Context: an optimization exercise on an open-source flow, tuned for small area. The choices shown serve that exercise and are no tape-out recipe. Function was checked by simulation only, so behaviour that the tests miss may differ from the original. No activity file was given, so power comes from the tool's default toggle rates.

Setup of v26:
## register_file
module register_file #(
  parameter int                    DATA_WIDTH     = 32,
  parameter int                    ADDR_WIDTH     = 5,
  parameter logic [DATA_WIDTH-1:0] SP_RESET_VALUE = 32'h0000_03FC
) (
  input  logic                  clk,
  input  logic                  reset,
  input  logic                  RegWrite,
  input  logic [ADDR_WIDTH-1:0] WriteRegister,
  input  logic [DATA_WIDTH-1:0] WriteData,
  input  logic [ADDR_WIDTH-1:0] ReadRegister1,
  input  logic [ADDR_WIDTH-1:0] ReadRegister2,
  output logic [DATA_WIDTH-1:0] ReadData1,
  output logic [DATA_WIDTH-1:0] ReadData2
);
  localparam int DEPTH    = 2 ** ADDR_WIDTH;
  localparam int SP_INDEX = 29;
  logic                             phase;
  logic [DEPTH-1:1][DATA_WIDTH-1:0] regs_q;
  logic [DEPTH-1:1][DATA_WIDTH-1:0] regs_d;
  always_ff @(posedge clk) begin
    if (reset) phase <= 1'b0;
    else       phase <= ~phase;
  end
  logic [DATA_WIDTH-1:0] col_plain;
  logic [DATA_WIDTH-1:0] col_sp;
  assign col_plain = reset ? '1              : WriteData ^ {DATA_WIDTH{phase}};
  assign col_sp    = reset ? ~SP_RESET_VALUE : WriteData ^ {DATA_WIDTH{phase}};
  for (genvar i = 1; i < DEPTH; i++) begin : g_row
    logic wr, hold;
    assign wr   = reset | (RegWrite & (WriteRegister == ADDR_WIDTH'(i)));
    assign hold = ~wr;
    logic [DATA_WIDTH-1:0] col;
    assign col = (i == SP_INDEX) ? col_sp : col_plain;
    for (genvar b = 0; b < DATA_WIDTH; b++) begin : g_bit
      rf_oai22 u_nx (.a1(regs_q[i][b]), .a2(wr), .b1(col[b]), .b2(hold),
                     .y(regs_d[i][b]));
    end
  end
  always_ff @(posedge clk) begin
    regs_q <= regs_d;
  end
  logic [DEPTH-1:1] sel1, sel2;
  ...
Size in the first run: about 3300 cells after synthesis, ~990 flip-flops, about 110 I/O pins.
==> flow/config.mk <==
export PLATFORM = sky130hd
export DESIGN_NAME = register_file
export DESIGN_NICKNAME = register_file
export VERILOG_FILES = /design/flow/design.v
export SDC_FILE = /design/flow/constraint.sdc
export NUM_CORES = 4
export LEC_CHECK = 0
export CAP_MARGIN = 20
export CORE_MARGIN = 2
export CORE_UTILIZATION = 40
export SLEW_MARGIN = 20
export SYNTH_HIERARCHICAL = 1
export SYNTH_MINIMUM_KEEP_SIZE = 0
==> flow/constraint.sdc <==
create_clock -name core_clock -period 8.0 [get_ports {clk}]
set_input_delay 1.6000 -clock core_clock [delete_from_list [all_inputs] [get_ports {clk}]]
set_output_delay 1.6000 -clock core_clock [all_outputs]
set_load 0.01 [all_outputs]
standard.sh (not shown) runs the stock make flow with config.mk's settings and CLKGATE_MAP_FILE= SYNTH_SCRIPT=/design/flow/synth_recipe.tcl, a recipe that flattens the netlist after the stock synthesis.
==> flow/flow/run.sh <==
#!/bin/bash
# Standard layout with two changes: ports are buffered with the smallest
# buffer, and the clock tree uses clkbuf_16 over larger sink clusters with no
# dummy loads.
set -euo pipefail
export BUFFER_PORTS_ARGS="-buffer_cell sky130_fd_sc_hd__buf_1"
export CTS_ARGS="-sink_clustering_enable -repair_clock_nets -dont_use_dummy_load -buf_list sky130_fd_sc_hd__clkbuf_16 -sink_clustering_size 25 -sink_clustering_max_diameter 80"
bash standard.sh > standard.log 2>&1
No stage failed in v26, and the final checks on the layout all came back clean.
--- input diff v26..v8 ---
# v26
export LEC_CHECK = 0
export CAP_MARGIN = 20
export CORE_MARGIN = 2
export CORE_UTILIZATION = 40
export SLEW_MARGIN = 20
export SYNTH_HIERARCHICAL = 1
export SYNTH_MINIMUM_KEEP_SIZE = 0
create_clock -name core_clock -period 8.0 [get_ports {clk}]
# v8
export LEC_CHECK = 0
export CAP_MARGIN = 20
export CORE_MARGIN = 2
export CORE_UTILIZATION = 60
export SLEW_MARGIN = 20
export SYNTH_HIERARCHICAL = 1
export SYNTH_MINIMUM_KEEP_SIZE = 0
create_clock -name core_clock -period 8.0 [get_ports {clk}]
### Flow results
No stage failed in v8, and the final checks on the layout all came back clean. Critical path's slowest cell = nand2b_1: v26; critical path's slowest cell = nor2_4: v8. v8 vs. v26: number of logic stages on the critical path including buffering decreased 1, core area decreased 33%, global-route wire length before repair decreased about 0.44%. Relative to v26, the row count measured on v8 has decreased by more than 10%. | maximum clock frequency | lower: v26 |. Clock buffer count in the final layout, v26 and v8, lower one = v8. Die area improves in v8 relative to v26. Compared v8 against v26; power share of the combinational group within noise. Vias per cell went up by more than 10% going from v26 to v8.

## static timing again, ports no longer ideal
The flow's constraints put no driver on any port. The routed layouts listed below were extracted and timed again, unchanged, in two steps.
Step 1 assumes that a clkbuf_16 drives the clock port and a buf_2 every other input.
Step 2 times the ports against the registers' clock, not the clock port: input delays grow and output delays shrink by t, the midpoint of the rising clock arrivals with the driver on.
Three values: ideal ports, drivers, drivers and shift; two values: the first two.
run	shift t [ns]	setup WS [ns]	cell pins on the clock port's net
v26	0.701	1.325 / 1.302 / 1.302	1
v8	0.691	1.483 / 1.416 / 1.416	1
After both steps setup and hold are still met in every run listed. For v8, which loses most, drivers alone change the setup slack by -0.067 ns; drivers and shift together by -0.067 ns.
